This design comes from an exercise in tuning for small area and a short achievable clock period on the open sky130 flow, not from production work. Only simulation tests tie the RTL to the original design; equivalence was not proved. Power figures rest on the tool's default switching activity, not on a simulated workload.

$ cat design/flow/design.v
    localparam int bf16_man_w = 7;        
    localparam int bf16_bias  = 127;
    localparam logic [7:0] exp_tiny = 8'd118;    
    localparam logic [7:0] exp_huge = 8'd134;    
    localparam logic [15:0] bf16_one  = 16'h3f80;
    localparam logic [15:0] bf16_pinf = 16'h7f80;
    localparam logic [15:0] bf16_qnan = 16'h7fc0;
    localparam logic [15:0] bf16_zero = 16'h0000;
    localparam int frac_w  = 16;
    localparam int fix_w   = 8 + frac_w;      
    localparam int unit_w  = frac_w + 1;      
    localparam int shift_w = 10;              
    localparam logic [unit_w-1:0] log2e_fix = 17'h17154;     
    localparam logic [unit_w-1:0] ln2_fix   = 17'h0b172;     
    localparam logic [unit_w-1:0] one_fix   = 17'h10000;
`default_nettype none
module exp_range_reduce
(
    input  logic        sgn,
    input  logic [6:0]  man,
    output logic [22:0] pp
);
    logic [3:0]  sel_hi;
    logic [22:0] p_hi;
    logic [18:0] p_lo;
    assign sel_hi = {sgn, man[6:4]};
    assign p_hi =
        ({23{sel_hi == 4'd0}} & 23'h2e2a80) |
        ({23{sel_hi == 4'd1}} & 23'h33efd0) |
        ({23{sel_hi == 4'd2}} & 23'h39b520) |
        ({23{sel_hi == 4'd3}} & 23'h3f7a70) |
        ({23{sel_hi == 4'd4}} & 23'h453fc0) |
        ({23{sel_hi == 4'd5}} & 23'h4b0510) |
        ({23{sel_hi == 4'd6}} & 23'h50ca60) |
        ({23{sel_hi == 4'd7}} & 23'h568fb0) |
        ({23{sel_hi == 4'd8}} & 23'h2e2a7f) |
        ({23{sel_hi == 4'd9}} & 23'h33efcf) |
        ({23{sel_hi == 4'd10}} & 23'h39b51f) |
        ({23{sel_hi == 4'd11}} & 23'h3f7a6f) |
        ({23{sel_hi == 4'd12}} & 23'h453fbf) |
        ({23{sel_hi == 4'd13}} & 23'h4b050f) |
        ({23{sel_hi == 4'd14}} & 23'h50ca5f) |
        ({23{sel_hi == 4'd15}} & 23'h568faf);
    assign p_lo =
        ({19{man[3:0] == 4'd0}} & 19'h00000) |
        ({19{man[3:0] == 4'd1}} & 19'h05c55) |
        ({19{man[3:0] == 4'd2}} & 19'h0b8aa) |
        ({19{man[3:0] == 4'd3}} & 19'h114ff) |
        ({19{man[3:0] == 4'd4}} & 19'h17154) |
        ({19{man[3:0] == 4'd5}} & 19'h1cda9) |
        ({19{man[3:0] == 4'd6}} & 19'h229fe) |
        ({19{man[3:0] == 4'd7}} & 19'h28653) |
        ({19{man[3:0] == 4'd8}} & 19'h2e2a8) |
        ({19{man[3:0] == 4'd9}} & 19'h33efd) |
        ({19{man[3:0] == 4'd10}} & 19'h39b52) |
        ({19{man[3:0] == 4'd11}} & 19'h3f7a7) |
        ({19{man[3:0] == 4'd12}} & 19'h453fc) |
        ({19{man[3:0] == 4'd13}} & 19'h4b051) |
        ({19{man[3:0] == 4'd14}} & 19'h50ca6) |
        ({19{man[3:0] == 4'd15}} & 19'h568fb);
    assign pp = p_hi + {4'b0, p_lo};
endmodule
`default_nettype wire
`default_nettype none
module exp_horner_stage
(
    input  logic [7:0] f_hi,     
    output logic [3:0] dip,      
    output logic [5:0] thr       
);
    always_comb
    begin
        case (f_hi)
        8'd0: begin dip = 4'd0; thr = 6'd63; end
        8'd1: begin dip = 4'd0; thr = 6'd28; end
        8'd2: begin dip = 4'd0; thr = 6'd63; end
        8'd3: begin dip = 4'd0; thr = 6'd63; end
        8'd4: begin dip = 4'd1; thr = 6'd19; end
        8'd5: begin dip = 4'd0; thr = 6'd63; end
        8'd6: begin dip = 4'd1; thr = 6'd63; end
        8'd7: begin dip = 4'd1; thr = 6'd7; end
        8'd8: begin dip = 4'd1; thr = 6'd63; end
        8'd9: begin dip = 4'd1; thr = 6'd63; end
        8'd10: begin dip = 4'd1; thr = 6'd63; end
        8'd11: begin dip = 4'd1; thr = 6'd63; end
        8'd12: begin dip = 4'd2; thr = 6'd47; end
        8'd13: begin dip = 4'd1; thr = 6'd63; end
        8'd14: begin dip = 4'd2; thr = 6'd63; end
        8'd15: begin dip = 4'd2; thr = 6'd35; end
        8'd16: begin dip = 4'd2; thr = 6'd63; end
        8'd17: begin dip = 4'd2; thr = 6'd63; end
        8'd18: begin dip = 4'd3; thr = 6'd23; end
        8'd19: begin dip = 4'd2; thr = 6'd63; end
        8'd20: begin dip = 4'd3; thr = 6'd63; end
        8'd21: begin dip = 4'd3; thr = 6'd3; end
        8'd22: begin dip = 4'd3; thr = 6'd63; end
        8'd23: begin dip = 4'd3; thr = 6'd47; end
        8'd24: begin dip = 4'd3; thr = 6'd63; end
        8'd25: begin dip = 4'd3; thr = 6'd63; end
        8'd26: begin dip = 4'd4; thr = 6'd31; end
        8'd27: begin dip = 4'd3; thr = 6'd63; end
        8'd28: begin dip = 4'd4; thr = 6'd63; end
        8'd29: begin dip = 4'd4; thr = 6'd7; end
        8'd30: begin dip = 4'd4; thr = 6'd63; end
        8'd31: begin dip = 4'd4; thr = 6'd47; end
        8'd32: begin dip = 4'd4; thr = 6'd63; end
        8'd33: begin dip = 4'd4; thr = 6'd63; end
        8'd34: begin dip = 4'd5; thr = 6'd27; end
        8'd35: begin dip = 4'd4; thr = 6'd63; end
        8'd36: begin dip = 4'd5; thr = 6'd63; end
        8'd37: begin dip = 4'd4; thr = 6'd63; end
        8'd38: begin dip = 4'd5; thr = 6'd63; end
        8'd39: begin dip = 4'd5; thr = 6'd39; end
        8'd40: begin dip = 4'd5; thr = 6'd63; end
        8'd41: begin dip = 4'd5; thr = 6'd63; end
        8'd42: begin dip = 4'd6; thr = 6'd13; end
        8'd43: begin dip = 4'd5; thr = 6'd63; end
        8'd44: begin dip = 4'd6; thr = 6'd47; end
        8'd45: begin dip = 4'd5; thr = 6'd63; end
        8'd46: begin dip = 4'd6; thr = 6'd63; end
        8'd47: begin dip = 4'd6; thr = 6'd23; end
        8'd48: begin dip = 4'd6; thr = 6'd63; end
        8'd49: begin dip = 4'd6; thr = 6'd55; end
        8'd50: begin dip = 4'd6; thr = 6'd63; end
        8'd51: begin dip = 4'd6; thr = 6'd63; end
        8'd52: begin dip = 4'd7; thr = 6'd23; end
        8'd53: begin dip = 4'd6; thr = 6'd63; end
        8'd54: begin dip = 4'd7; thr = 6'd55; end
        8'd55: begin dip = 4'd6; thr = 6'd63; end
        8'd56: begin dip = 4'd7; thr = 6'd63; end
        8'd57: begin dip = 4'd7; thr = 6'd31; end
        8'd58: begin dip = 4'd7; thr = 6'd63; end
        8'd59: begin dip = 4'd7; thr = 6'd51; end
        8'd60: begin dip = 4'd7; thr = 6'd63; end
        8'd61: begin dip = 4'd7; thr = 6'd63; end
        8'd62: begin dip = 4'd8; thr = 6'd15; end
        8'd63: begin dip = 4'd7; thr = 6'd63; end
        8'd64: begin dip = 4'd8; thr = 6'd47; end
        8'd65: begin dip = 4'd7; thr = 6'd63; end
        8'd66: begin dip = 4'd8; thr = 6'd63; end
        8'd67: begin dip = 4'd8; thr = 6'd7; end
        8'd68: begin dip = 4'd8; thr = 6'd63; end
        8'd69: begin dip = 4'd8; thr = 6'd35; end
        8'd70: begin dip = 4'd8; thr = 6'd63; end
        8'd71: begin dip = 4'd8; thr = 6'd63; end
        8'd72: begin dip = 4'd8; thr = 6'd63; end
        8'd73: begin dip = 4'd8; thr = 6'd63; end
        8'd74: begin dip = 4'd9; thr = 6'd15; end
        8'd75: begin dip = 4'd8; thr = 6'd63; end
        8'd76: begin dip = 4'd9; thr = 6'd31; end
        8'd77: begin dip = 4'd8; thr = 6'd63; end
        8'd78: begin dip = 4'd9; thr = 6'd59; end
        8'd79: begin dip = 4'd8; thr = 6'd63; end
        8'd80: begin dip = 4'd9; thr = 6'd63; end
        8'd81: begin dip = 4'd9; thr = 6'd15; end
        8'd82: begin dip = 4'd9; thr = 6'd63; end
        8'd83: begin dip = 4'd9; thr = 6'd31; end
        8'd84: begin dip = 4'd9; thr = 6'd63; end
        8'd85: begin dip = 4'd9; thr = 6'd55; end
        8'd86: begin dip = 4'd9; thr = 6'd63; end
        8'd87: begin dip = 4'd9; thr = 6'd63; end
        8'd88: begin dip = 4'd10; thr = 6'd7; end
        8'd89: begin dip = 4'd9; thr = 6'd63; end
        8'd90: begin dip = 4'd10; thr = 6'd31; end
        8'd91: begin dip = 4'd9; thr = 6'd63; end
        8'd92: begin dip = 4'd10; thr = 6'd39; end
        8'd93: begin dip = 4'd9; thr = 6'd63; end
        8'd94: begin dip = 4'd10; thr = 6'd47; end
        8'd95: begin dip = 4'd9; thr = 6'd63; end
        8'd96: begin dip = 4'd10; thr = 6'd63; end
        8'd97: begin dip = 4'd10; thr = 6'd7; end
        8'd98: begin dip = 4'd10; thr = 6'd63; end
        8'd99: begin dip = 4'd10; thr = 6'd15; end
        8'd100: begin dip = 4'd10; thr = 6'd63; end
        8'd101: begin dip = 4'd10; thr = 6'd31; end
        8'd102: begin dip = 4'd10; thr = 6'd63; end
        8'd103: begin dip = 4'd10; thr = 6'd45; end
        8'd104: begin dip = 4'd10; thr = 6'd63; end
        8'd105: begin dip = 4'd10; thr = 6'd47; end
        8'd106: begin dip = 4'd10; thr = 6'd63; end
        8'd107: begin dip = 4'd10; thr = 6'd63; end
        8'd108: begin dip = 4'd11; thr = 6'd3; end
        8'd109: begin dip = 4'd10; thr = 6'd63; end
        8'd110: begin dip = 4'd11; thr = 6'd15; end
        8'd111: begin dip = 4'd10; thr = 6'd63; end
        8'd112: begin dip = 4'd11; thr = 6'd21; end
        8'd113: begin dip = 4'd10; thr = 6'd63; end
        8'd114: begin dip = 4'd11; thr = 6'd31; end
        8'd115: begin dip = 4'd10; thr = 6'd63; end
        8'd116: begin dip = 4'd11; thr = 6'd35; end
        8'd117: begin dip = 4'd10; thr = 6'd63; end
        8'd118: begin dip = 4'd11; thr = 6'd47; end
        8'd119: begin dip = 4'd10; thr = 6'd63; end
        8'd120: begin dip = 4'd11; thr = 6'd47; end
        8'd121: begin dip = 4'd10; thr = 6'd63; end
        8'd122: begin dip = 4'd11; thr = 6'd55; end
        8'd123: begin dip = 4'd10; thr = 6'd63; end
        8'd124: begin dip = 4'd11; thr = 6'd55; end
        8'd125: begin dip = 4'd10; thr = 6'd63; end
        8'd126: begin dip = 4'd11; thr = 6'd59; end
        8'd127: begin dip = 4'd10; thr = 6'd63; end
        8'd128: begin dip = 4'd11; thr = 6'd63; end
        8'd129: begin dip = 4'd10; thr = 6'd63; end
        8'd130: begin dip = 4'd11; thr = 6'd63; end
        8'd131: begin dip = 4'd10; thr = 6'd63; end
        8'd132: begin dip = 4'd11; thr = 6'd63; end
        8'd133: begin dip = 4'd10; thr = 6'd63; end
        8'd134: begin dip = 4'd11; thr = 6'd63; end
        8'd135: begin dip = 4'd10; thr = 6'd63; end
        8'd136: begin dip = 4'd11; thr = 6'd63; end
        8'd137: begin dip = 4'd10; thr = 6'd63; end
        8'd138: begin dip = 4'd11; thr = 6'd63; end
        8'd139: begin dip = 4'd11; thr = 6'd7; end
        8'd140: begin dip = 4'd11; thr = 6'd63; end
        8'd141: begin dip = 4'd10; thr = 6'd63; end
        8'd142: begin dip = 4'd11; thr = 6'd59; end
        8'd143: begin dip = 4'd10; thr = 6'd63; end
        8'd144: begin dip = 4'd11; thr = 6'd59; end
        8'd145: begin dip = 4'd10; thr = 6'd63; end
        8'd146: begin dip = 4'd11; thr = 6'd55; end
        8'd147: begin dip = 4'd10; thr = 6'd63; end
        8'd148: begin dip = 4'd11; thr = 6'd49; end
        8'd149: begin dip = 4'd10; thr = 6'd63; end
        8'd150: begin dip = 4'd11; thr = 6'd47; end
        8'd151: begin dip = 4'd10; thr = 6'd63; end
        8'd152: begin dip = 4'd11; thr = 6'd47; end
        8'd153: begin dip = 4'd10; thr = 6'd63; end
        8'd154: begin dip = 4'd11; thr = 6'd33; end
        8'd155: begin dip = 4'd10; thr = 6'd63; end
        8'd156: begin dip = 4'd11; thr = 6'd23; end
        8'd157: begin dip = 4'd10; thr = 6'd63; end
        8'd158: begin dip = 4'd10; thr = 6'd63; end
        8'd159: begin dip = 4'd10; thr = 6'd63; end
        8'd160: begin dip = 4'd11; thr = 6'd15; end
        8'd161: begin dip = 4'd10; thr = 6'd63; end
        8'd162: begin dip = 4'd10; thr = 6'd63; end
        8'd163: begin dip = 4'd10; thr = 6'd55; end
        8'd164: begin dip = 4'd10; thr = 6'd63; end
        8'd165: begin dip = 4'd10; thr = 6'd51; end
        8'd166: begin dip = 4'd10; thr = 6'd63; end
        8'd167: begin dip = 4'd10; thr = 6'd39; end
        8'd168: begin dip = 4'd10; thr = 6'd63; end
        8'd169: begin dip = 4'd10; thr = 6'd15; end
        8'd170: begin dip = 4'd10; thr = 6'd63; end
        8'd171: begin dip = 4'd10; thr = 6'd15; end
        8'd172: begin dip = 4'd10; thr = 6'd63; end
        8'd173: begin dip = 4'd10; thr = 6'd3; end
        8'd174: begin dip = 4'd10; thr = 6'd63; end
        8'd175: begin dip = 4'd9; thr = 6'd63; end
        8'd176: begin dip = 4'd10; thr = 6'd39; end
        8'd177: begin dip = 4'd9; thr = 6'd63; end
        8'd178: begin dip = 4'd10; thr = 6'd27; end
        8'd179: begin dip = 4'd9; thr = 6'd63; end
        8'd180: begin dip = 4'd10; thr = 6'd11; end
        8'd181: begin dip = 4'd9; thr = 6'd63; end
        8'd182: begin dip = 4'd9; thr = 6'd63; end
        8'd183: begin dip = 4'd9; thr = 6'd47; end
        8'd184: begin dip = 4'd9; thr = 6'd63; end
        8'd185: begin dip = 4'd9; thr = 6'd31; end
        8'd186: begin dip = 4'd9; thr = 6'd63; end
        8'd187: begin dip = 4'd9; thr = 6'd13; end
        8'd188: begin dip = 4'd9; thr = 6'd59; end
        8'd189: begin dip = 4'd8; thr = 6'd63; end
        8'd190: begin dip = 4'd9; thr = 6'd31; end
        8'd191: begin dip = 4'd8; thr = 6'd63; end
        8'd192: begin dip = 4'd9; thr = 6'd31; end
        8'd193: begin dip = 4'd8; thr = 6'd63; end
        8'd194: begin dip = 4'd9; thr = 6'd3; end
        8'd195: begin dip = 4'd8; thr = 6'd63; end
        8'd196: begin dip = 4'd8; thr = 6'd63; end
        8'd197: begin dip = 4'd8; thr = 6'd31; end
        8'd198: begin dip = 4'd8; thr = 6'd63; end
        8'd199: begin dip = 4'd8; thr = 6'd15; end
        8'd200: begin dip = 4'd8; thr = 6'd55; end
        8'd201: begin dip = 4'd7; thr = 6'd63; end
        8'd202: begin dip = 4'd8; thr = 6'd31; end
        8'd203: begin dip = 4'd7; thr = 6'd63; end
        8'd204: begin dip = 4'd8; thr = 6'd15; end
        8'd205: begin dip = 4'd7; thr = 6'd51; end
        8'd206: begin dip = 4'd7; thr = 6'd63; end
        8'd207: begin dip = 4'd7; thr = 6'd31; end
        8'd208: begin dip = 4'd7; thr = 6'd63; end
        8'd209: begin dip = 4'd7; thr = 6'd7; end
        8'd210: begin dip = 4'd7; thr = 6'd47; end
        8'd211: begin dip = 4'd6; thr = 6'd63; end
        8'd212: begin dip = 4'd7; thr = 6'd27; end
        8'd213: begin dip = 4'd6; thr = 6'd63; end
        8'd214: begin dip = 4'd7; thr = 6'd7; end
        8'd215: begin dip = 4'd6; thr = 6'd47; end
        8'd216: begin dip = 4'd6; thr = 6'd63; end
        8'd217: begin dip = 4'd6; thr = 6'd15; end
        8'd218: begin dip = 4'd6; thr = 6'd63; end
        8'd219: begin dip = 4'd5; thr = 6'd63; end
        8'd220: begin dip = 4'd6; thr = 6'd27; end
        8'd221: begin dip = 4'd5; thr = 6'd63; end
        8'd222: begin dip = 4'd6; thr = 6'd3; end
        8'd223: begin dip = 4'd5; thr = 6'd37; end
        8'd224: begin dip = 4'd5; thr = 6'd63; end
        8'd225: begin dip = 4'd5; thr = 6'd15; end
        8'd226: begin dip = 4'd5; thr = 6'd47; end
        8'd227: begin dip = 4'd4; thr = 6'd63; end
        8'd228: begin dip = 4'd5; thr = 6'd23; end
        8'd229: begin dip = 4'd4; thr = 6'd55; end
        8'd230: begin dip = 4'd4; thr = 6'd63; end
        8'd231: begin dip = 4'd4; thr = 6'd23; end
        8'd232: begin dip = 4'd4; thr = 6'd63; end
        8'd233: begin dip = 4'd3; thr = 6'd63; end
        8'd234: begin dip = 4'd4; thr = 6'd29; end
        8'd235: begin dip = 4'd3; thr = 6'd63; end
        8'd236: begin dip = 4'd3; thr = 6'd63; end
        8'd237: begin dip = 4'd3; thr = 6'd35; end
        8'd238: begin dip = 4'd3; thr = 6'd63; end
        8'd239: begin dip = 4'd2; thr = 6'd63; end
        8'd240: begin dip = 4'd3; thr = 6'd31; end
        8'd241: begin dip = 4'd2; thr = 6'd63; end
        8'd242: begin dip = 4'd3; thr = 6'd3; end
        8'd243: begin dip = 4'd2; thr = 6'd31; end
        8'd244: begin dip = 4'd2; thr = 6'd63; end
        8'd245: begin dip = 4'd1; thr = 6'd63; end
        8'd246: begin dip = 4'd2; thr = 6'd31; end
        8'd247: begin dip = 4'd1; thr = 6'd63; end
        8'd248: begin dip = 4'd1; thr = 6'd63; end
        8'd249: begin dip = 4'd1; thr = 6'd27; end
        8'd250: begin dip = 4'd1; thr = 6'd59; end
        8'd251: begin dip = 4'd0; thr = 6'd63; end
        8'd252: begin dip = 4'd1; thr = 6'd23; end
        8'd253: begin dip = 4'd0; thr = 6'd53; end
        8'd254: begin dip = 4'd0; thr = 6'd63; end
        8'd255: begin dip = 4'd0; thr = 6'd19; end
        default: begin dip = 4'd0; thr = 6'd0; end
        endcase
    end
endmodule
`default_nettype wire
`default_nettype none
module exp_result_pack
(
    input  logic [7:0]  e_pre,       
    input  logic [6:0]  bh,          
    input  logic [3:0]  dip,         
    input  logic        inc,         
    input  logic        sgn,
    input  logic        f_nan,       
    input  logic        sat_def,     
    input  logic        sat_edge,    
    output logic [15:0] res
);
    localparam int bf16_man_w = 7;        
    localparam int bf16_bias  = 127;
    localparam logic [7:0] exp_tiny = 8'd118;    
    localparam logic [7:0] exp_huge = 8'd134;    
    localparam logic [15:0] bf16_one  = 16'h3f80;
    localparam logic [15:0] bf16_pinf = 16'h7f80;
    localparam logic [15:0] bf16_qnan = 16'h7fc0;
    localparam logic [15:0] bf16_zero = 16'h0000;
    localparam int frac_w  = 16;
    localparam int fix_w   = 8 + frac_w;      
    localparam int unit_w  = frac_w + 1;      
    localparam int shift_w = 10;              
    localparam logic [unit_w-1:0] log2e_fix = 17'h17154;     
    localparam logic [unit_w-1:0] ln2_fix   = 17'h0b172;     
    localparam logic [unit_w-1:0] one_fix   = 17'h10000;
    logic [7:0]  g;          
    logic [14:0] sum;
    logic        carry;
    logic        sat;
    assign g     = {1'b0, bh} - {4'b0, dip} + {7'b0, inc};
    assign carry = g[7];
    assign sum   = {e_pre + {7'b0, carry}, g[6:0]};
    assign sat   = sat_def || (sat_edge && (carry ^ sgn));
    always_comb
    begin
        if (f_nan)
            res = bf16_qnan;
        else if (sat)
            res = sgn ? bf16_zero : bf16_pinf;
        else
            res = {1'b0, sum};
    end
endmodule
`default_nettype wire
`default_nettype none
module exp_bf16_top
(
    input  logic        clk,
    input  logic        rst,
    input  logic        valid_i,
    input  logic [15:0] data_i,
    output logic        valid_o,
    output logic [15:0] data_o
);
    localparam int bf16_man_w = 7;        
    localparam int bf16_bias  = 127;
    localparam logic [7:0] exp_tiny = 8'd118;    
    localparam logic [7:0] exp_huge = 8'd134;    
    localparam logic [15:0] bf16_one  = 16'h3f80;
    localparam logic [15:0] bf16_pinf = 16'h7f80;
    localparam logic [15:0] bf16_qnan = 16'h7fc0;
    localparam logic [15:0] bf16_zero = 16'h0000;
    localparam int frac_w  = 16;
    localparam int fix_w   = 8 + frac_w;      
    localparam int unit_w  = frac_w + 1;      
    localparam int shift_w = 10;              
    localparam logic [unit_w-1:0] log2e_fix = 17'h17154;     
    localparam logic [unit_w-1:0] ln2_fix   = 17'h0b172;     
    localparam logic [unit_w-1:0] one_fix   = 17'h10000;
    logic [4:0] v;       
    always_ff @(posedge clk)
    begin
        if (rst)
            v <= '0;
        else
            v <= {v[3:0], valid_i};
    end
    assign valid_o = v[4];
    logic [15:0] d1;
    always_ff @(posedge clk)
        d1 <= data_i;
    logic        sgn;
    logic [7:0]  exp_b;
    logic [6:0]  man;
    logic [22:0] pp_c;
    assign sgn   = d1[15];
    assign exp_b = d1[14:7];
    assign man   = d1[6:0];
    exp_range_reduce i_reduce
    (
        .sgn (sgn),
        .man (man),
        .pp  (pp_c)
    );
    logic        s2;
    logic        nan2;
    logic        sat2;
    logic        one2;
    logic [3:0]  sh2;
    logic [22:0] pp2;
    always_ff @(posedge clk)
    begin
        s2   <= sgn;
        nan2 <= exp_b == 8'hff && man != '0;
        sat2 <= exp_b >= exp_huge;
        one2 <= exp_b < exp_tiny;
        sh2  <= exp_b[3:0] - 4'd6;       
        pp2  <= pp_c;
    end
    logic [22:0] px_c;       
    logic [37:0] q_c;
    logic [21:0] t_c;        
    assign px_c = pp2 ^ {23{s2}};
    assign q_c  = {{15{s2}}, px_c} << sh2;
    assign t_c  = q_c[37:16];
    logic        s3;
    logic        nan3;
    logic        one3;
    logic [7:0]  f3_hi;      
    logic [5:0]  f3_lo;      
    logic [7:0]  n3;         
    always_ff @(posedge clk)
    begin
        s3    <= s2 && !one2;
        nan3  <= nan2;
        one3  <= one2;
        f3_hi <= t_c[13:6];
        f3_lo <= one2 ? 6'd0 : t_c[5:0];
        n3    <= one2 ? 8'd0 : sat2 ? {8{!s2}} : t_c[21:14];
    end
    logic [7:0]  fh_c;
    logic [3:0]  dip_c;
    logic [5:0]  thr_c;
    assign fh_c = f3_hi & ~{8{one3}};
    exp_horner_stage i_tab
    (
        .f_hi (fh_c),
        .dip  (dip_c),
        .thr  (thr_c)
    );
    logic        s4;
    logic        nan4;
    logic [6:0]  bh4;
    logic [3:0]  dip4;
    logic        inc4;
    logic [7:0]  e4;
    logic        sat_def4;
    logic        sat_edge4;
    always_ff @(posedge clk)
    begin
        s4        <= s3;
        nan4      <= nan3;
        bh4       <= fh_c[7:1];
        dip4      <= dip_c;
        inc4      <= f3_lo > thr_c;
        e4        <= n3 + 8'(bf16_bias);
        sat_def4  <= s3 ? n3 <= 8'd128 : n3 >= 8'd128;
        sat_edge4 <= s3 ? n3 == 8'd129 : n3 == 8'd127;
    end
    logic [15:0] res_c;
    exp_result_pack i_pack
    (
        .e_pre    (e4),
        .bh       (bh4),
        .dip      (dip4),
        .inc      (inc4),
        .sgn      (s4),
        .f_nan    (nan4),
        .sat_def  (sat_def4),
        .sat_edge (sat_edge4),
        .res      (res_c)
    );
    always_ff @(posedge clk)
        data_o <= res_c;
endmodule
`default_nettype wire
$ cat design/flow/flow/run.sh
#!/bin/bash
# The standard layout, with repair_timing aiming for more setup slack than
# the design's period leaves, so that the achieved period gets shorter. The
# clock period and every constraint stay the design's.
set -euo pipefail
bash standard.sh SETUP_SLACK_MARGIN=8.2 finish > standard_flow.log 2>&1
$ cat design/flow/standard.sh
#!/bin/bash
# synth_recipe.tcl (not shown) runs the flow's synth.tcl, then flattens the netlist and writes it again
# the make line also repeats each setting of config.mk as NAME=value (left out here)
make -C /OpenROAD-flow-scripts/flow DESIGN_CONFIG=/design/flow/config.mk WORK_HOME=/design/flow/orfs CLKGATE_MAP_FILE= SYNTH_SCRIPT=/design/flow/synth_recipe.tcl "${@:-finish}"
$ cat design/flow/config.mk
export PLATFORM = sky130hd
export DESIGN_NAME = exp_bf16_top
export DESIGN_NICKNAME = exp_bf16_top
export VERILOG_FILES = /design/flow/design.v
export SDC_FILE = /design/flow/constraint.sdc
export NUM_CORES = 4
export LEC_CHECK = 0
export ABC_AREA = 1
export CAP_MARGIN = 20
export CORE_MARGIN = 2
export CORE_UTILIZATION = 60
export CTS_BUF_LIST = sky130_fd_sc_hd__clkbuf_8
export CTS_CLUSTER_SIZE = 30
export SLEW_MARGIN = 20
$ cat design/flow/constraint.sdc
create_clock -name core_clock -period 11.5 [get_ports {clk}]
set_input_delay 2.3000 -clock core_clock [delete_from_list [all_inputs] [get_ports {clk}]]
set_output_delay 2.3000 -clock core_clock [all_outputs]
set_load 0.01 [all_outputs]
==> results.toml, run 1 <==
[drt]
drt-pass1-iter-count = 7
post_drt_wl_per_cell_um = 15.1
drt_iter0_markers = 985
antenna_violation_net_count_after_detailed_routing = 0
dr_total_vias = 8043
avgViaCountPerCell = 5.68
detail_route.drc_violations = 0
finalWirelength_um = 21400

[logic_synthesis]
synth.cell_area_mm2 = 0.00793
synth_top_cells_by_area = "dfxtp_1 (29%), nand2_1 (14%), inv_1 (7.4%)"
synth_most_common_cell = "nand2_1"
synth.net_count = 1281
synth.top_cell.area_share = 0.290
synth.yosys.warnings = 3
synth.top_cells.by_count = "nand2_1 (294), inv_1 (157), dfxtp_1 (115)"
netlist-cell-type-count = 52
synth_area_leader_cell = "dfxtp_1"
synth_enable_flop_cells = 0
syn_area_per_cell_um2 = 6.53
syn-instance-count = 1214
synth_seq_area_share = 0.290
number_of_synthesized_register_bits = 115
async_flop_share = 0
postSynth.topFlopCell = "dfxtp_1"

[setup_path]
critical-path-top-delay-family = "flip-flops"
critical_path_peak_fanout = 1
path_buf_inv = 1
required_ps = 9200
critical_path_cell_list = "clkdlybuf4s15_2"
end_kind = "output port"
master_of_the_slowest_instance_on_the_critical_path = "dfxtp_1"
criticalPathCategory = "flop to output port"
crit_arrival_ps = 970
worst_path_largest_cell_delay_ps = 310
critPathLaunchType = "flop"

[clock_tree]
number_of_cts_inserted_buffers = 17
clk_root_buffer_cell = "clkbuf_8"
cts.hold.buffers_added = 0
worst_setup_hold_path_clk_slew_ps = 70
tritoncts = "yes"
clk-insertion-delay-late_ps = 450
cts-root-to-sink-buffers = 2
numClockSinks = 115
cts.htree.levels = 4

[final_layout]
num-nets-final = 1299
drive_gt1_frac = 0.0811
area_added_between_synthesis_and_finish_pct = 10.0
antennaDiodeCount = 0
final_cell_area_mm2 = 0.00872

[power]
design_power_total_w = 0.00158
powerDensity_mw_per_mm2 = 181
ir_worst_vdd_mv = 0.117
total_leakage_power_nw = 4.16

[floorplan]
floorplan.initialDensity = 0.621
io_pins = 36
die_x_um = 119
floorplan.rows = 41
die_area_mm2 = 0.0141
placeableCoreArea_mm2 = 0.0128
die_h_um = 119

[timing]
max_slew.worst_pin.slew_ps = 795
finalSetupViolCount = 0
min_period_over_period = 0.284
slew_violations = 0
report.final.hold_viol_count = 0
final_period_minus_worst_setup_slack_ps = 3270
grt_setup_unrepaired = "true"
timing.slew.headroom = 0.470
postLayoutSetupSlackWorst_ps = 8230
fin_tns_setup_ps = 0
fin_worst_skew_ps = 15.0
max_freq_ghz = 0.306

[global_route]
grt_use_total = 0.306
grt_pass1_vias = 7494
antenna_found_initial = 0
largest_net_degree_at_the_start_of_global_routing = 29
grt_pass1_wl_um = 34900
grt.overflow.total = 0

[place]
placement.io_buffers = 34
globalplace.congestion = 0.964
preCtsSetupSlack_ps = 7820
place_area_mm2 = 0.00832
hpwl_um = 15800

[run]
max_cap_violations = 0

[run_status]
run_status = "timing/DRC/antenna clean"

[worst_hold_path]
hold_class = "flop to flop"
path summary, 6_finish.rpt:
path	startpoint	to	cells after the start	slack, ps
worst min register to register	nan2$_DFF_P_	nan3$_DFF_P_	0	330
worst max-delay path	data_o[5]$_SDFF_PP0_	data_o[5]	1	8230
worst min-delay path	nan2$_DFF_P_	nan3$_DFF_P_	0	330
worst max register to register	one3$_DFF_P_	inc4$_DFF_P_	15	8390
sequential cells by signal, indices dropped and copies added, names as in the netlist, 4 cells and up:
signal  count
bh4         7
d1         16
data_o     15
dip4        4
e4          8
f3_hi       8
f3_lo       6
n3          8
pp2        22
sh2         4
v           5
logic make-up after synthesis:
| kind of cell | after synthesis | synth area share |
|---|---|---|
| other | 1 | 0.000473 |
| xor gates and xnor gates | 47 | 0.0519 |
| adders and majority gates | 48 | 0.0777 |
| DFF | 115 | 0.290 |
| buffers and inverters | 207 | 0.102 |
| AOI/OAI and AO/OA | 259 | 0.186 |
| muxes | 6 | 0.00758 |
| and+or+nand+nor | 531 | 0.284 |
per-layer routing:
metal  wire (um)  share of wire  vias to the layer above  GRT usage
li1            -              -                     4020          -
met1        8540           0.40                     3527      0.358
met2       10100           0.47                      404      0.521
met3        1580          0.074                       92     0.0627
met4        1140          0.053                        0      0.175
met5           0              0                        -          0
final cells by class:
type                            count  area [um^2]
Timing Repair inverter              1         7.51
Multi-Input combinational cell    892         4840
Clock buffer                       19          262
Fill cell                        1099         4050
Inverter                          164          622
Tap cell                          172          215
Timing Repair Buffer               41          329
Sequential cell                   115         2310
Clock inverter                     13          134
placed cells by master, fill, tap and decap left out, types with 4 or more instances in the layout:
| master | instances |
|---|---|
| a211oi_1 | 6 |
| a21oi_1 | 81 |
| a31oi_1 | 4 |
| buf_2 | 7 |
| buf_4 | 6 |
| clkbuf_2 | 7 |
| clkbuf_8 | 19 |
| clkdlybuf4s50_1 | 18 |
| clkinv_2 | 4 |
| clkinvlp_4 | 8 |
| dfxtp_1 | 111 |
| dfxtp_2 | 4 |
| ha_1 | 46 |
| inv_1 | 156 |
| inv_2 | 4 |
| mux2i_1 | 6 |
| nand2_1 | 293 |
| nand2_2 | 10 |
| nand3_1 | 66 |
| nand4_1 | 14 |
| nor2_1 | 97 |
| nor2_2 | 11 |
| nor2_4 | 4 |
| nor3_1 | 17 |
| nor4_1 | 5 |
| o211ai_1 | 14 |
| o21a_1 | 8 |
| o21ai_0 | 114 |
| o221ai_1 | 7 |
| o22ai_1 | 7 |
| or2_2 | 5 |
| xnor2_1 | 9 |
| xor2_1 | 38 |
per-stage QoR:
step	hold slack, ps	utilization	instances
after global routing	338	0.683	1417
after floorplan	310	-	1214
after global placement	310	0.651	1381
after detailed placement	318	0.651	1381
final	332	0.683	1417
after CTS	334	0.682	1414
power breakdown:
part           leakage [nW]  switching (W)  internal (W)
Combinational          3.01       0.000430      0.000242
Clock                 0.186       0.000168      0.000202
Sequential            0.964      0.0000535      0.000486
what timing repair did:
| item | 4_1_cts | 5_1_grt |
|---|---|---|
| gates resized for setup | 49 | 25 |
| gates cloned | 1 | 0 |
| setup buffers | 0 | 3 |
| setup endpoints to repair | 17 | 14 |
==> run 2, diff against run 1 <==
--- a/design/flow/config.mk
+++ b/design/flow/config.mk
@@ -9,6 +9,4 @@
 export CAP_MARGIN = 20
 export CORE_MARGIN = 2
 export CORE_UTILIZATION = 60
-export CTS_BUF_LIST = sky130_fd_sc_hd__clkbuf_8
-export CTS_CLUSTER_SIZE = 30
 export SLEW_MARGIN = 20
==> run 2 against run 1 <==
Still clean on timing, DRC and antenna. Combinational power up 1%. Setup slack worse by 11 ps. Final area up 2.7%. Sequential share of layout area down 0.71 points. Maximum frequency down 0.33%. Clock-buffer cell count unchanged. Area after synthesis unchanged. Sequential power about the same. Clock power up about 40%. Largest power group unchanged.
==> results.toml, run 2 <==
[setup_path]
critPathLaunchType = "flop"
critical_path_cell_list = "dlygate4sd2_1"
worst_path_largest_cell_delay_ps = 290
critical_path_peak_fanout = 1
criticalPathCategory = "flop to output port"
path_buf_inv = 1
end_kind = "output port"
required_ps = 9200
master_of_the_slowest_instance_on_the_critical_path = "dfxtp_1"
critical-path-top-delay-family = "flip-flops"
crit_arrival_ps = 980

[drt]
dr_total_vias = 8090
detail_route.drc_violations = 0
drt-pass1-iter-count = 6
avgViaCountPerCell = 5.71
post_drt_wl_per_cell_um = 15.2
finalWirelength_um = 21600
drt_iter0_markers = 955
antenna_violation_net_count_after_detailed_routing = 0

[final_layout]
drive_gt1_frac = 0.0699
antennaDiodeCount = 0
regArea_mm2 = 0.00231
num-nets-final = 1299
flip_flop_count_of_the_largest_register_all_copies_and_words_added = 22
top_regs = "pp2: 22 flops, d1: 16 flops, data_o: 15 flops"
top_register = "pp2"
final_cell_mix = "nand2_1 (293), inv_1 (156), o21ai_0 (114), dfxtp_1 (111), nor2_1 (97)"
fillCellCount = 1052
multi_input_logic_area_mm2 = 0.00484
area_added_between_synthesis_and_finish_pct = 13.0
most_common_library_cell_in_the_layout_ignoring_fill_and_taps = "nand2_1"

[logic_synthesis]
synth_most_common_cell = "nand2_1"
synth.yosys.warnings = 3
synth_seq_area_share = 0.290
netlist-cell-type-count = 52
async_flop_share = 0
synth_enable_flop_cells = 0
synth.top_cell.area_share = 0.290
postSynth.topFlopCell = "dfxtp_1"
syn-instance-count = 1214
synth.net_count = 1281
synth.top_cells.by_count = "nand2_1 (294), inv_1 (157), dfxtp_1 (115)"
syn_area_per_cell_um2 = 6.53
number_of_synthesized_register_bits = 115
synth_area_leader_cell = "dfxtp_1"
synth.cell_area_mm2 = 0.00793
synth_top_cells_by_area = "dfxtp_1 (29%), nand2_1 (14%), inv_1 (7.4%)"

[floorplan]
floorplan.rows = 41
die_area_mm2 = 0.0141
die_h_um = 119
floorplan.initialDensity = 0.621
placeableCoreArea_mm2 = 0.0128
die_x_um = 119
io_pins = 36

[power]
ir_worst_vdd_mv = 0.159
design_power_total_w = 0.00174
powerDensity_mw_per_mm2 = 194
total_leakage_power_nw = 4.26

[timing]
timing.slew.headroom = 0.470
slew_violations = 0
finalSetupViolCount = 0
final_period_minus_worst_setup_slack_ps = 3280
report.final.hold_viol_count = 0
max_slew.worst_pin.slew_ps = 794
postLayoutSetupSlackWorst_ps = 8220
grt_setup_unrepaired = "true"
max_freq_ghz = 0.305
fin_tns_setup_ps = 0
min_period_over_period = 0.285
fin_worst_skew_ps = 10.8

[clock_tree]
cts.htree.levels = 4
clk_root_buffer_cell = "clkbuf_16"
cts-root-to-sink-buffers = 2
cts.hold.buffers_added = 0
numClockSinks = 115
tritoncts = "yes"
worst_setup_hold_path_clk_slew_ps = 60
number_of_cts_inserted_buffers = 17
clk-insertion-delay-late_ps = 420

[global_route]
grt_pass1_vias = 7478
grt.overflow.total = 0
antenna_found_initial = 0
grt_use_total = 0.308
grt_pass1_wl_um = 35000
largest_net_degree_at_the_start_of_global_routing = 31

[place]
hpwl_um = 15800
preCtsSetupSlack_ps = 7820
placement.io_buffers = 34
globalplace.congestion = 0.964

[run_status]
run_status = "timing/DRC/antenna clean"

[worst_hold_path]
hold_class = "flop to flop"

[run]
max_cap_violations = 0
-- run 2: per-stage QoR --
stage	instance area [um^2]	hold WS, ps	utilization	cells
2_1_floorplan	7930	310	-	1214
3_3_place_gp	8320	310	0.651	1381
3_5_place_dp	8320	318	0.651	1381
4_1_cts	8890	330	0.696	1413
5_1_grt	8960	333	0.701	1417
6_report	8960	329	0.701	1417
-- run 2: final cells by class --
cell class / count / share of cell area
Inverter: 164 / 0.0694
Timing Repair Buffer: 41 / 0.0429
Tap cell: 172 / 0.0240
Multi-Input combinational cell: 892 / 0.540
Sequential cell: 115 / 0.258
Clock buffer: 19 / 0.0506
Timing Repair inverter: 1 / 0.000559
Clock inverter: 13 / 0.0149
-- run 2: final timing paths --
kind | start | endpoint | slack (ps) | cells past startpoint
setup / recovery | data_o[2]$_SDFF_PP0_ | data_o[2] | 8220 | 1
hold / removal | nan3$_DFF_P_ | nan4$_DFF_P_ | 330 | 0
setup reg to reg | f3_hi[4]$_DFF_P_ | inc4$_DFF_P_ | 8270 | 13
hold reg to reg | nan3$_DFF_P_ | nan4$_DFF_P_ | 330 | 0
-- run 2: cell families (layout without fill, tap and decap cells) --
logic type                 count (synthesis)  in the layout  synth area share
and+or+nand+nor                          531            531             0.284
AOI/OAI and AO/OA                        259            259             0.186
buffers and inverters                    207            238             0.102
DFF                                      115            115             0.290
adders and majority gates                 48             48            0.0777
xor gates and xnor gates                  47             47            0.0519
muxes                                      6              6           0.00758
other                                      1              1          0.000473
-- run 2: repair_timing --
action	4_1_cts	5_1_grt
gates cloned	0	1
buffers inserted	0	3
setup endpoints to repair	17	11
resized for setup	21	23
-- run 2: per-layer routing --
layer  wire length (um)  vias up  GRT usage  share of wire
li1                   -     4021          -              -
met3               1460       98     0.0498          0.068
met1               8680     3596      0.361           0.40
met2              10300      375      0.523           0.48
met4               1150        0      0.190          0.053
met5                  0        -          0              0
-- run 2: where the power goes --
part / internal [W] / total [W] / switching (W)
clock: 0.000328 / 0.000517 / 0.000189
combinational: 0.000247 / 0.000679 / 0.000431
sequential: 0.000486 / 0.000540 / 0.0000535
total: 0.00106 / 0.00174 / 0.000674
==> run 3, diff against run 2 <==
==> design/flow/flow/run.sh (replaced) <==
#!/bin/bash
set -euo pipefail
bash standard.sh SETUP_SLACK_MARGIN=8.2 "BUFFER_PORTS_ARGS=-buffer_cell sky130_fd_sc_hd__buf_1" "CTS_ARGS=-sink_clustering_enable -repair_clock_nets -sink_clustering_size 40 -sink_clustering_max_diameter 300 -sink_clustering_levels 1 -buf_list sky130_fd_sc_hd__clkbuf_8" finish > standard_flow.log 2>&1
--- a/design/flow/config.mk
+++ b/design/flow/config.mk
@@ -9,4 +9,6 @@
 export CAP_MARGIN = 20
 export CORE_MARGIN = 2
 export CORE_UTILIZATION = 60
+export CTS_BUF_LIST = sky130_fd_sc_hd__clkbuf_8
+export CTS_CLUSTER_SIZE = 30
 export SLEW_MARGIN = 20
==> run 3 against run 2 <==
Maximum frequency up 2.8%. Sequential share of layout area is 0.94 points higher. Clock-buffer cell count down 2. Critical endpoint is now data_o[11]. Synthesized cell count stayed put. Setup slack better by 89 ps. Critical path type unchanged. Global-route usage grew 0.18 points. Still clean. Flip-flop and latch count did not move. Critical path depth is the same.
==> results.toml, run 3 <==
[drt]
avgViaCountPerCell = 5.69
drt-pass1-iter-count = 6
finalWirelength_um = 21400
dr_total_vias = 8066
detail_route.drc_violations = 0
drt_iter0_markers = 786
antenna_violation_net_count_after_detailed_routing = 0
post_drt_wl_per_cell_um = 15.1

[global_route]
grt_pass1_wl_um = 35300
grt_pass1_vias = 7761
grt_use_total = 0.309
grt.overflow.total = 0
largest_net_degree_at_the_start_of_global_routing = 31
antenna_found_initial = 0

[final_layout]
top_regs = "pp2: 22 flops, d1: 16 flops, data_o: 15 flops"
area_added_between_synthesis_and_finish_pct = 9.01
top_register = "pp2"
most_common_library_cell_in_the_layout_ignoring_fill_and_taps = "nand2_1"
antennaDiodeCount = 0
final_cells = 1417
num-nets-final = 1299
drive_gt1_frac = 0.0683
finish.utilization = 0.676
final_cell_mix = "nand2_1 (293), inv_1 (156), o21ai_0 (114), dfxtp_1 (112), nor2_1 (96)"
flip_flop_count_of_the_largest_register_all_copies_and_words_added = 22
final_cell_area_mm2 = 0.00864

[clock_tree]
numClockSinks = 115
number_of_cts_inserted_buffers = 17
cts-root-to-sink-buffers = 2
tritoncts = "yes"
clk-insertion-delay-late_ps = 440
cts.hold.buffers_added = 0
clk_root_buffer_cell = "clkbuf_8"
worst_setup_hold_path_clk_slew_ps = 80
cts.htree.levels = 4

[timing]
finalSetupViolCount = 0
max_slew.worst_pin.slew_ps = 688
slew_violations = 0
min_period_over_period = 0.277
grt_setup_unrepaired = "true"
timing.slew.headroom = 0.537
final_period_minus_worst_setup_slack_ps = 3190
report.final.hold_viol_count = 0
fin_tns_setup_ps = 0
max_freq_ghz = 0.314
postLayoutSetupSlackWorst_ps = 8310
fin_worst_skew_ps = 16.9

[setup_path]
master_of_the_slowest_instance_on_the_critical_path = "dfxtp_1"
path_buf_inv = 1
critical_path_peak_fanout = 1
reg2reg_setup_slack_ps = 8360
critPathLaunchType = "flop"
critical-path-top-delay-family = "flip-flops"
crit_arrival_ps = 890
end_kind = "output port"
criticalPathCategory = "flop to output port"
critical_path_cell_list = "buf_1"
worst_path_largest_cell_delay_ps = 310
required_ps = 9200

[logic_synthesis]
postSynth.topFlopCell = "dfxtp_1"
synth.top_cells.by_count = "nand2_1 (294), inv_1 (157), dfxtp_1 (115)"
synth.yosys.warnings = 3
number_of_synthesized_register_bits = 115
synth_most_common_cell = "nand2_1"
synth_top_cells_by_area = "dfxtp_1 (29%), nand2_1 (14%), inv_1 (7.4%)"
synth.cell_area_mm2 = 0.00793
synth_enable_flop_cells = 0
syn-instance-count = 1214
synth.top_cell.area_share = 0.290
synth_area_leader_cell = "dfxtp_1"
syn_area_per_cell_um2 = 6.53
netlist-cell-type-count = 52
synth_seq_area_share = 0.290
async_flop_share = 0
synth.net_count = 1281

[power]
power.clock.fraction = 0.266
sw_frac_of_total = 0.403
ir_worst_vdd_mv = 0.171
power.combinational.fraction = 0.405
total_leakage_power_nw = 4.10
internal_power_w = 0.000975
sw_power_w = 0.000660
powerDensity_mw_per_mm2 = 189
power.sequential.fraction = 0.328

[floorplan]
placeableCoreArea_mm2 = 0.0128
die_x_um = 119
floorplan.initialDensity = 0.621
io_pins = 36
die_area_mm2 = 0.0141
die_h_um = 119
floorplan.rows = 41

[place]
dp.cells = 1380
place_area_mm2 = 0.00810
placement.io_buffers = 34
globalplace.congestion = 1.01
hpwl_um = 16100
preCtsSetupSlack_ps = 7840

[run_status]
run_status = "timing/DRC/antenna clean"

[worst_hold_path]
hold_class = "flop to flop"

[run]
max_cap_violations = 0
run 3: cell counts after synthesis:
No cell type changed its count.
run 3: cell type report:
cell class | instances | area [um^2]
clock buffer | 17 | 234
clock inverter | 15 | 230
fill | 1127 | 4130
inverter | 164 | 626
multi-input combinational | 892 | 4850
sequential | 115 | 2310
tap | 172 | 215
timing repair buffer | 40 | 173
timing repair inverter | 2 | 10.0
run 3: metal layers:
layer	up-vias	track usage	routed length, um
met5	-	0	0
met4	0	0.192	1350
met3	120	0.0651	1460
met2	349	0.528	10000
met1	3577	0.352	8610
li1	4020	-	-
run 3: power by group through the flow:
stage	registers, W	clock network [W]	logic, W
after floorplan	0.000534	0	0.000483
final	0.000536	0.000436	0.000663
after global routing	0.000545	0.000462	0.000746
after detailed placement	0.000544	0	0.000633
after CTS	0.000535	0.000444	0.000645
after global placement	0.000542	0	0.000630
run 3: kinds of logic after synthesis:
| group | count (synthesis) | share of synthesized area |
|---|---|---|
| other | 1 | 0.000473 |
| multiplexers | 6 | 0.00758 |
| flip-flops | 115 | 0.290 |
| adder cells (fa/ha/maj) | 48 | 0.0777 |
| XOR/XNOR | 47 | 0.0519 |
| AND/OR/NAND/NOR | 531 | 0.284 |
| AO/OA/AOI/OAI | 259 | 0.186 |
| buffers and inverters | 207 | 0.102 |
run 3: path summary, 6_finish.rpt:
kind	from	to	cells after the start
worst min-delay path	nan2$_DFF_P_	nan3$_DFF_P_	0
worst max register to register	one3$_DFF_P_	inc4$_DFF_P_	17
worst min register to register	nan2$_DFF_P_	nan3$_DFF_P_	0
worst max-delay path	data_o[11]$_SDFF_PP1_	data_o[11]	1
run 3: through the flow:
stage | hold slack [ps] | power [W]
6_report | 330 | 0.00163
5_1_grt | 352 | 0.00175
4_1_cts | 330 | 0.00162
3_5_place_dp | 312 | 0.00118
3_3_place_gp | 314 | 0.00117
2_1_floorplan | 310 | 0.00102
run 3: what timing repair did:
item,4_1_cts,5_1_grt
endpoints found under the setup margin,1,4
cloned,1,1
gates resized for setup,6,12
buffers inserted,0,3
==> run 4, diff against run 3 <==
==> design/flow/flow/run.sh (replaced) <==
#!/bin/bash
# The standard layout, with repair_timing aiming for more setup slack than
# the design's period leaves, so that the achieved period gets shorter, and
# plain buffers (not delay cells) on the ports. The clock period and every
# constraint stay the design's.
set -euo pipefail
bash standard.sh SETUP_SLACK_MARGIN=8.2 "BUFFER_PORTS_ARGS=-buffer_cell sky130_fd_sc_hd__buf_1" finish > standard_flow.log 2>&1
==> run 4 against run 3 <==
Still clean. Combinational power about the same. Synthesized cell count stayed put. Flip-flop and latch count stayed put. Area after synthesis stayed put. Sequential power about the same. Global-route usage stayed put. Clock power about the same. Critical endpoint unchanged.
==> results.toml, run 4 <==
[run_status]
run_status = "timing/DRC/antenna clean"

[setup_path]
criticalPathCategory = "flop to output port"
path_buf_inv = 1
critical_path_cell_list = "buf_1"
r2r_end = "inc4$_DFF_P_"
critical_path_peak_fanout = 1
worst-r2r-cell-count = 17
crit_arrival_ps = 890
required_ps = 9200
master_of_the_slowest_instance_on_the_critical_path = "dfxtp_1"
critical-path-top-delay-family = "flip-flops"
reg2reg_setup_slack_ps = 8360
end_kind = "output port"
worst_path_largest_cell_delay_ps = 310
reg2reg_from = "one3$_DFF_P_"
critPathLaunchType = "flop"

[drt]
drt_iter0_markers = 786
dr_total_vias = 8066
finalWirelength_um = 21400
antenna_violation_net_count_after_detailed_routing = 0
post_drt_wl_per_cell_um = 15.1
detail_route.drc_violations = 0
drt-pass1-iter-count = 6
avgViaCountPerCell = 5.69

[timing]
max_slew.worst_pin.slew_ps = 688
fin_worst_skew_ps = 16.9
fin_tns_setup_ps = 0
postLayoutSetupSlackWorst_ps = 8310
max_freq_ghz = 0.314
finalSetupViolCount = 0
grt_setup_unrepaired = "true"
report.final.hold_viol_count = 0
final_period_minus_worst_setup_slack_ps = 3190
timing.slew.headroom = 0.537
slew_violations = 0
min_period_over_period = 0.277

[floorplan]
die_area_mm2 = 0.0141
io_pins = 36
die_h_um = 119
placeableCoreArea_mm2 = 0.0128
floorplan.rows = 41
die_x_um = 119
floorplan.initialDensity = 0.621

[final_layout]
area_added_between_synthesis_and_finish_pct = 9.01
top_regs = "pp2: 22 flops, d1: 16 flops, data_o: 15 flops"
top_register = "pp2"
antennaDiodeCount = 0
flip_flop_count_of_the_largest_register_all_copies_and_words_added = 22
finish.utilization = 0.676
most_common_library_cell_in_the_layout_ignoring_fill_and_taps = "nand2_1"
drive_gt1_frac = 0.0683
num-nets-final = 1299
final_cell_mix = "nand2_1 (293), inv_1 (156), o21ai_0 (114), dfxtp_1 (112), nor2_1 (96)"
final_cell_area_mm2 = 0.00864

[logic_synthesis]
synth_enable_flop_cells = 0
syn-instance-count = 1214
synth_seq_area_share = 0.290
synth.top_cells.by_count = "nand2_1 (294), inv_1 (157), dfxtp_1 (115)"
synth_top_cells_by_area = "dfxtp_1 (29%), nand2_1 (14%), inv_1 (7.4%)"
netlist-cell-type-count = 52
synth.net_count = 1281
syn_area_per_cell_um2 = 6.53
postSynth.topFlopCell = "dfxtp_1"
async_flop_share = 0
synth.top_cell.area_share = 0.290
synth_area_leader_cell = "dfxtp_1"
synth.yosys.warnings = 3
synth.cell_area_mm2 = 0.00793
synth_most_common_cell = "nand2_1"
number_of_synthesized_register_bits = 115

[place]
globalplace.congestion = 1.01
hpwl_um = 16100
preCtsSetupSlack_ps = 7840
place_area_mm2 = 0.00810
placement.io_buffers = 34

[clock_tree]
clk_root_buffer_cell = "clkbuf_8"
worst_setup_hold_path_clk_slew_ps = 80
clk-insertion-delay-late_ps = 440
number_of_cts_inserted_buffers = 17
cts.htree.levels = 4
tritoncts = "yes"
numClockSinks = 115
cts-root-to-sink-buffers = 2

[worst_hold_path]
hold_class = "flop to flop"
hold_path.startpoint = "nan2$_DFF_P_"
whs_path_depth = 0
min_delay_worst_endpoint = "nan3$_DFF_P_"

[power]
ir_worst_vdd_mv = 0.171
total_leakage_power_nw = 4.10
powerDensity_mw_per_mm2 = 189

[global_route]
largest_net_degree_at_the_start_of_global_routing = 31
grt.overflow.total = 0
globalRoute.busiestLayer = "met2"
grt_pass1_wl_um = 35300
grt_use_total = 0.309
grt_pass1_vias = 7761
antenna_found_initial = 0
grt_use_met1 = 0.352
grt.met3_usage = 0.0651
global_routing_usage_on_met2 = 0.528

[run]
max_cap_violations = 0
## run 4: per-layer routing
layer	part of all wire	routed length (um)
met1	0.40	8610
met4	0.063	1350
met3	0.068	1460
met5	0	0
met2	0.47	10000
## run 4: cell type report
cell class                      instances  area, um^2
Timing Repair inverter                  2        10.0
Sequential cell                       115        2310
Clock buffer                           17         234
Clock inverter                         15         230
Fill cell                            1127        4130
Multi-Input combinational cell        892        4850
Inverter                              164         626
Tap cell                              172         215
Timing Repair Buffer                   40         173
## run 4: report_power, final
| part | leakage [nW] | total [W] | switching (W) | internal (W) |
|---|---|---|---|---|
| combinational | 2.90 | 0.000663 | 0.000433 | 0.000230 |
| sequential | 0.964 | 0.000536 | 0.0000515 | 0.000485 |
| clock | 0.229 | 0.000436 | 0.000175 | 0.000261 |
## run 4: logic make-up after synthesis
family                   after synthesis  synth area share
flip-flops                           115             0.290
buffers and inverters                207             0.102
AO/OA/AOI/OAI                        259             0.186
XOR/XNOR                              47            0.0519
AND/OR/NAND/NOR                      531             0.284
multiplexers                           6           0.00758
adder cells (fa/ha/maj)               48            0.0777
other                                  1          0.000473
## run 4: stage by stage
stage          hold WS (ps)  std cells  total power [W]
4_1_cts                 330       1413          0.00162
6_report                330       1417          0.00163
3_3_place_gp            314       1380          0.00117
5_1_grt                 352       1417          0.00175
3_5_place_dp            312       1380          0.00118
2_1_floorplan           310       1214          0.00102
## run 4: what timing repair did
action                     in CTS  in global routing
setup endpoints to repair       1                  4
hold endpoints to repair        0                  0
gates cloned                    1                  1
gates resized for setup         6                 12
setup buffers                   0                  3
hold buffers                    0                  0
## run 4: worst max path at each step
stage                     startpoint            to  slack (ps)  cells past startpoint
2_1_floorplan           one3$_DFF_P_  inc4$_DFF_P_        8750                     18
3_3_place_gp            one3$_DFF_P_  inc4$_DFF_P_        7860                     12
3_5_place_dp            one3$_DFF_P_  inc4$_DFF_P_        7840                     12
4_1_cts                 one3$_DFF_P_  inc4$_DFF_P_        8230                     17
5_1_grt                 one3$_DFF_P_  inc4$_DFF_P_        8160                     17
6_report       data_o[11]$_SDFF_PP1_    data_o[11]        8310                      1
==> run 5, diff against run 4 <==
--- a/design/flow/config.mk
+++ b/design/flow/config.mk
@@ -9,6 +9,7 @@
 export CAP_MARGIN = 20
 export CORE_MARGIN = 2
 export CORE_UTILIZATION = 60
-export CTS_BUF_LIST = sky130_fd_sc_hd__clkbuf_8
-export CTS_CLUSTER_SIZE = 30
+export CTS_BUF_LIST = sky130_fd_sc_hd__clkbuf_16
+export CTS_CLUSTER_DIAMETER = 200
+export CTS_CLUSTER_SIZE = 40
 export SLEW_MARGIN = 20
==> run 5 against run 4 <==
Area after synthesis is the same. Clock power grew 33%. Critical path depth is the same. Maximum frequency grew 0.60%. Die area is the same. Total power grew 9.5%. Combinational power grew 1%. Sequential power is essentially flat. Setup slack gained 19 ps.
==> results.toml, run 5 <==
[run_status]
run_status = "timing/DRC/antenna clean"

[floorplan]
die_h_um = 119
floorplan.initialDensity = 0.621
die_x_um = 119
die_area_mm2 = 0.0141
floorplan.rows = 41
io_pins = 36
placeableCoreArea_mm2 = 0.0128

[drt]
post_drt_wl_per_cell_um = 15.4
avgViaCountPerCell = 5.72
antenna_violation_net_count_after_detailed_routing = 0
drt_iter0_markers = 705
finalWirelength_um = 21900
drt-pass1-iter-count = 6
dr_total_vias = 8099
detail_route.drc_violations = 0

[logic_synthesis]
synth.top_cell.area_share = 0.290
synth.top_cells.by_count = "nand2_1 (294), inv_1 (157), dfxtp_1 (115)"
synth.area.mux_share = 0.00758
synth_top_cells_by_area = "dfxtp_1 (29%), nand2_1 (14%), inv_1 (7.4%)"
synth_most_common_cell = "nand2_1"
synth_area_leader_cell = "dfxtp_1"
synth_compound_area_frac = 0.186
post_synth_and_or_nand_nor_area_fraction = 0.284
number_of_synthesized_register_bits = 115
xor_and_xnor_fraction_of_the_mapped_netlist_area = 0.0519
postSynth.topFlopCell = "dfxtp_1"
synthAdderAreaFrac = 0.0777
syn_area_per_cell_um2 = 6.53
synth_enable_flop_cells = 0
syn-instance-count = 1214
async_flop_share = 0
synth.yosys.warnings = 3
synth.net_count = 1281
netlist-cell-type-count = 52
synth.cell_area_mm2 = 0.00793
main_combinational_cell_family_by_area_after_synthesis = "simple AND/OR/NAND/NOR gates"
synth_seq_area_share = 0.290

[global_route]
grt.overflow.total = 0
antenna_found_initial = 0
largest_net_degree_at_the_start_of_global_routing = 31
grt_pass1_wl_um = 35800
grt_pass1_vias = 7798
grt_use_total = 0.314

[setup_path]
end_kind = "output port"
r2r_end = "inc4$_DFF_P_"
master_of_the_slowest_instance_on_the_critical_path = "dfxtp_1"
critPathLaunchType = "flop"
cp-endpoint = "data_o[0]"
crit_arrival_ps = 870
critical_path_cell_list = "buf_1"
critical_path_depth = 1
critical_path.startpoint = "data_o[0]$_SDFF_PP0_"
criticalPathCategory = "flop to output port"
critical_path_peak_fanout = 1
reg2reg_setup_slack_ps = 8350
worst_path_largest_cell_delay_ps = 310
required_ps = 9200
reg2reg_from = "f3_hi[4]$_DFF_P_"
worst-r2r-cell-count = 11
path_buf_inv = 1
critical-path-top-delay-family = "flip-flops"

[clock_tree]
clk-insertion-delay-late_ps = 420
number_of_cts_inserted_buffers = 17
clk_root_buffer_cell = "clkbuf_16"
worst_setup_hold_path_clk_slew_ps = 60
cts-root-to-sink-buffers = 2
cts.hold.buffers_added = 0
cts.htree.levels = 4
tritoncts = "yes"
numClockSinks = 115

[place]
globalplace.congestion = 1.01
placement.io_buffers = 34
hpwl_um = 16100
dp.cells = 1380

[worst_hold_path]
hold_class = "flop to flop"
whs_path_depth = 0

[final_layout]
num-nets-final = 1299
drive_gt1_frac = 0.0683
area_added_between_synthesis_and_finish_pct = 11.4
top_regs = "pp2: 22 flops, d1: 16 flops, data_o: 15 flops"
top_register = "pp2"
final_cells = 1417
final_cell_mix = "nand2_1 (293), inv_1 (156), o21ai_0 (114), dfxtp_1 (112), nor2_1 (96)"
antennaDiodeCount = 0
most_common_library_cell_in_the_layout_ignoring_fill_and_taps = "nand2_1"
flip_flop_count_of_the_largest_register_all_copies_and_words_added = 22

[timing]
max_slew.worst_pin.slew_ps = 726
fin_tns_setup_ps = 0
grt_setup_unrepaired = "true"
slew_violations = 0
max_freq_ghz = 0.316
final_period_minus_worst_setup_slack_ps = 3170
fin_worst_skew_ps = 19.2
min_period_over_period = 0.275
finalSetupViolCount = 0
timing.slew.headroom = 0.511
report.final.hold_viol_count = 0

[run]
max_cap_violations = 0

[power]
total_leakage_power_nw = 4.18
powerDensity_mw_per_mm2 = 203
ir_worst_vdd_mv = 0.157
-- run 5: cell counts after synthesis --
Identical to the previous run, type by type.
-- run 5: worst min-delay path by stage --
| stage | from | endpoint | slack [ps] |
|---|---|---|---|
| 5_1_grt | nan2$_DFF_P_ | nan3$_DFF_P_ | 350 |
| 3_3_place_gp | nan2$_DFF_P_ | nan3$_DFF_P_ | 310 |
| 2_1_floorplan | nan2$_DFF_P_ | nan3$_DFF_P_ | 310 |
| 6_report | nan2$_DFF_P_ | nan3$_DFF_P_ | 330 |
| 3_5_place_dp | nan2$_DFF_P_ | nan3$_DFF_P_ | 310 |
| 4_1_cts | nan2$_DFF_P_ | nan3$_DFF_P_ | 330 |
-- run 5: cell families after synthesis --
group / after synthesis
compound gates: 259
xor+xnor: 47
fa+ha+maj: 48
buf+inv: 207
flops: 115
mux: 6
other cells: 1
simple gates: 531
-- run 5: report_power, final --
group / total [W] / internal (W) / switching, W
clock: 0.000582 / 0.000387 / 0.000196
sequential: 0.000537 / 0.000486 / 0.0000518
combinational: 0.000670 / 0.000230 / 0.000440
-- run 5: layout make-up --
class	count	area (um^2)
multi-input combinational	892	4850
inverter	164	626
tap	172	215
timing repair inverter	2	10.0
clock buffer	17	425
sequential	115	2310
timing repair buffer	40	173
clock inverter	15	230
fill	1106	3940
-- run 5: what timing repair did --
item	4_1_cts	5_1_grt
setup buffers	0	3
gates cloned	1	1
setup endpoints to repair	1	4
resized for setup	6	12
-- run 5: metrics by stage --
stage          instance area (um^2)  hold WS (ps)  setup slack [ps]  power (W)   util
5_1_grt                        8830           347              8150    0.00190  0.691
6_report                       8830           325              8330    0.00179  0.691
3_3_place_gp                   8100           314              7860    0.00117  0.634
4_1_cts                        8770           325              8230    0.00177  0.687
2_1_floorplan                  7930           310              8750    0.00102      -
3_5_place_dp                   8100           312              7840    0.00118  0.634
-- run 5: routing by layer --
metal / vias to the layer above / routed length (um) / global-route usage
met5: - / 0 / 0
li1: 4014 / - / -
met2: 400 / 10400 / 0.541
met4: 0 / 1270 / 0.202
met1: 3579 / 8730 / 0.360
met3: 106 / 1530 / 0.0508

## port drivers added, routing unchanged
In the flow no input, the clock included, has a driving cell. The finished layouts below were timed again as built, in two steps.
Step 1: set_driving_cell puts a clkbuf_16 on clk and a buf_2 on each other input, an assumption about the parent block.
Step 2, shift: input delay + t, output delay - t, t = (earliest + latest rising clock arrival at the registers) / 2. This alone moves slack from input paths to output paths.
Three values: no drivers, after step 1, after step 2; two values: the first two.
run	t (ns)	slack for setup (ns)	worst hold slack (ns)
run 1	0.479	8.235 / 8.194 / 8.388	0.332 / 0.332 / 0.332
run 2	0.458	8.224 / 8.178 / 8.271	0.329 / 0.329 / 0.329
run 3	0.471	8.313 / 8.272 / 8.363	0.330 / 0.330 / 0.330
run 4	0.471	8.313 / 8.272 / 8.363	0.330 / 0.330 / 0.330
run 5	0.457	8.332 / 8.289 / 8.345	0.325 / 0.325 / 0.325
After both steps setup and hold are still met in every run listed.
